This design comes from an exercise in tuning for small area on the open sky130 flow, not from production work. Function was checked by simulation only, so behaviour that the tests miss may differ from the original. Power is estimated from default activity; no workload was simulated.

// array_feeder
module array_feeder #(
    parameter int HEIGHT = 12,
    parameter int WIDTH  = 14,
    parameter int IWIDTH = 8,
    parameter int KW     = 8
) (
    input  logic                     clk,
    input  logic                     rst,
    input  logic                     start,
    input  logic [KW-1:0]            k_len,
    output logic                     busy,
    output logic                     done,
    input  logic                     in_valid,
    output logic                     in_ready,
    input  logic [HEIGHT*IWIDTH-1:0] in_ifm,
    input  logic [WIDTH*IWIDTH-1:0]  in_wght,
    output logic [HEIGHT-1:0]        en_i,
    output logic [HEIGHT-1:0]        clr_i,
    output logic [WIDTH-1:0]         en_w,
    output logic [WIDTH-1:0]         clr_w,
    output logic [WIDTH-1:0]         en_o,
    output logic [WIDTH-1:0]         clr_o,
    output logic [HEIGHT*IWIDTH-1:0] ifm,
    output logic [WIDTH*IWIDTH-1:0]  wght
);
    localparam int FLUSH_LEN = HEIGHT + WIDTH - 2;           
    localparam int DRAIN_LEN = HEIGHT + WIDTH - 1;           
    localparam int P_DONE    = FLUSH_LEN + DRAIN_LEN;        
    localparam int NL        = (HEIGHT > WIDTH) ? HEIGHT : WIDTH;
    localparam int QW        = $clog2(NL + 2);
    localparam logic [1:0] S_IDLE   = 2'd0;
    localparam logic [1:0] S_CLEAR  = 2'd1;
    localparam logic [1:0] S_STREAM = 2'd2;
    localparam logic [1:0] S_POST   = 2'd3;
    logic [1:0]    st_q;
    logic [KW-1:0] cnt_q;
    logic          zdone_q;
    logic [QW-1:0] cq_q;      
    logic [NL-1:0] en_q;      
    logic [WIDTH-1:0] eo_q;
    logic          acc;
    logic [KW-1:0] p_neg;
    assign acc      = (st_q == S_STREAM) && in_valid;
    assign in_ready = (st_q == S_STREAM);
    assign busy     = (st_q != S_IDLE);
    assign done     = ((st_q == S_POST) && (cnt_q == KW'(-P_DONE))) || zdone_q;
    always_ff @(posedge clk or posedge rst) begin
        if (rst) begin
            st_q    <= S_IDLE;
  ...
==> flow/config.mk <==
export PLATFORM = sky130hd
export DESIGN_NAME = array_feeder
export DESIGN_NICKNAME = array_feeder
export VERILOG_FILES = /design/flow/design.v
export SDC_FILE = /design/flow/constraint.sdc
export NUM_CORES = 4
export LEC_CHECK = 0
export CAP_MARGIN = 20
export CORE_MARGIN = 2
export CORE_UTILIZATION = 65
export PLACE_DENSITY = 0.7
export SLEW_MARGIN = 20
==> flow/constraint.sdc <==
create_clock -name core_clock -period 4.0 [get_ports {clk}]
set_input_delay 0.8000 -clock core_clock [delete_from_list [all_inputs] [get_ports {clk}]]
set_output_delay 0.8000 -clock core_clock [all_outputs]
set_load 0.01 [all_outputs]
standard.sh (not shown) runs the stock make flow with config.mk's settings and CLKGATE_MAP_FILE= SYNTH_SCRIPT=/design/flow/synth_recipe.tcl, a recipe that flattens the netlist after the stock synthesis.
==> flow/flow/run.sh <==
#!/bin/bash
# Standard ORFS layout with two changes: ports are buffered with the smallest
# buffer, and clock-tree synthesis uses small clock buffers without dummy loads.
set -euo pipefail
export BUFFER_PORTS_ARGS="-buffer_cell sky130_fd_sc_hd__buf_1"
export CTS_ARGS="-sink_clustering_enable -repair_clock_nets -dont_use_dummy_load -buf_list {sky130_fd_sc_hd__clkbuf_8} -sink_clustering_size 20 -sink_clustering_max_diameter 50"
for step in synth floorplan place cts route finish; do
  bash standard.sh $step > log_$step.txt 2>&1
done
Next try:
--- a/flow/flow/run.sh
+++ b/flow/flow/run.sh
@@ -6 +6 @@
-export CTS_ARGS="-sink_clustering_enable -repair_clock_nets -dont_use_dummy_load -buf_list {sky130_fd_sc_hd__clkbuf_8} -sink_clustering_size 20 -sink_clustering_max_diameter 50"
+export CTS_ARGS="-sink_clustering_enable -repair_clock_nets -dont_use_dummy_load -buf_list {sky130_fd_sc_hd__clkbuf_8} -sink_clustering_size 22 -sink_clustering_max_diameter 70"
Cell area went down slightly.
Setup slack gains 52 ps.
Synthesized cell count is unchanged.
Hold slack gains 29 ps.
Power went down slightly.
Register-to-register slack gains 20 ps.
Core utilization went down by 0.34 points.
Clock power went down by a few percent.
Cell count went down slightly.
Sequential cell count stays the same.
Next try:
--- a/flow/flow/run.sh
+++ b/flow/flow/run.sh
@@ -6 +6 @@
-export CTS_ARGS="-sink_clustering_enable -repair_clock_nets -dont_use_dummy_load -buf_list {sky130_fd_sc_hd__clkbuf_8} -sink_clustering_size 22 -sink_clustering_max_diameter 70"
+export CTS_ARGS="-sink_clustering_enable -repair_clock_nets -dont_use_dummy_load -buf_list {sky130_fd_sc_hd__clkbuf_8} -sink_clustering_size 20 -sink_clustering_max_diameter 70"
Outcome:
- power increases slightly
- register-to-register slack is about the same
- clock skew decreases by 15 ps
- setup slack is worse by 65 ps
- via count increases slightly
- critical path depth stays the same
- count of clock-buffer cells in the layout increases by 7
- final area is about the same
- routed wire length increases slightly
Next try:
--- a/flow/flow/run.sh
+++ b/flow/flow/run.sh
@@ -6 +6 @@
-export CTS_ARGS="-sink_clustering_enable -repair_clock_nets -dont_use_dummy_load -buf_list {sky130_fd_sc_hd__clkbuf_8} -sink_clustering_size 20 -sink_clustering_max_diameter 70"
+export CTS_ARGS="-sink_clustering_enable -repair_clock_nets -dont_use_dummy_load -buf_list {sky130_fd_sc_hd__clkbuf_8} -sink_clustering_size 18 -sink_clustering_max_diameter 40"
Settings changed: CORE_UTILIZATION 65 to 70, PLACE_DENSITY 0.7 to 0.75.
Register-to-register slack gets better by 400 ps.
Maximum frequency grows by 5.1%.
Die area shrinks by 7.0%.

========
array_feeder, a different RTL version from the one above (not shown whole).
Size in the first run: about 1,500 flip-flops.
clock: 4.0 ns
lec_check: 0
cap_margin: 20
core_margin: 2
core_utilization: 65
place_density: 0.7
slew_margin: 20
==> flow/flow/run.sh <==
#!/bin/bash
# Standard ORFS layout with two changes: ports are buffered with the smallest
# buffer, and clock-tree synthesis uses small clock buffers without dummy loads.
set -euo pipefail
export BUFFER_PORTS_ARGS="-buffer_cell sky130_fd_sc_hd__buf_1"
export CTS_ARGS="-sink_clustering_enable -repair_clock_nets -dont_use_dummy_load -buf_list {sky130_fd_sc_hd__clkbuf_8} -sink_clustering_size 18 -sink_clustering_max_diameter 70"
for step in synth floorplan place cts route finish; do
  bash standard.sh $step > log_$step.txt 2>&1
done
The first run completed with no timing, DRC or antenna violations.
Then changed:
--- a/flow/flow/run.sh
+++ b/flow/flow/run.sh
@@ -6 +6 @@
-export CTS_ARGS="-sink_clustering_enable -repair_clock_nets -dont_use_dummy_load -buf_list {sky130_fd_sc_hd__clkbuf_8} -sink_clustering_size 18 -sink_clustering_max_diameter 70"
+export CTS_ARGS="-sink_clustering_enable -repair_clock_nets -dont_use_dummy_load -buf_list {sky130_fd_sc_hd__clkbuf_8} -sink_clustering_size 20 -sink_clustering_max_diameter 70"
=> The new run produced a clean layout. Routed wire length rises by 0.36%. Synthesized cell count does not change. First-iteration DRC count grows by 9.7%. Hold slack degrades by 9.2 ps. Global-route usage barely changes. Clock-buffer cell count decreases by 8. Synthesized area does not change. Non-clock buffer count is unchanged.

afterwards: timing with drivers on the ports:
In the flow no input, the clock included, has a driving cell. The finished layouts below were timed again as built, in two steps. Step 1 assumes that a clkbuf_16 drives the clock port and a buf_2 every other input. Step 2, shift: input delay + t, output delay - t, t = (earliest + latest rising clock arrival at the registers) / 2. This alone moves slack from input paths to output paths. a / b / c = no drivers / after step 1 / after step 2; a / b = the first two.
run | shift t [ns] | setup WS [ns] | worst data-port slew with drivers (ns) | cell pins on the clock port's net
the first run of note 1 | 0.715 | 0.841 / 0.786 / 1.209 | 0.11 | 1
the second run of note 1 | 0.684 | 0.893 / 0.836 / 1.227 | 0.11 | 1
the third run of note 1 | 0.727 | 0.828 / 0.772 / 1.221 | 0.11 | 1
the fourth run of note 1 | 0.716 | 0.983 / 0.928 / 1.378 | 0.14 | 1
the first run of note 2 | 0.716 | 0.924 / 0.867 / 1.583 | 0.15 | 1
the second run of note 2 | 0.717 | 0.939 / 0.882 / 1.599 | 0.13 | 1
After both steps setup and hold are still met in every run listed.
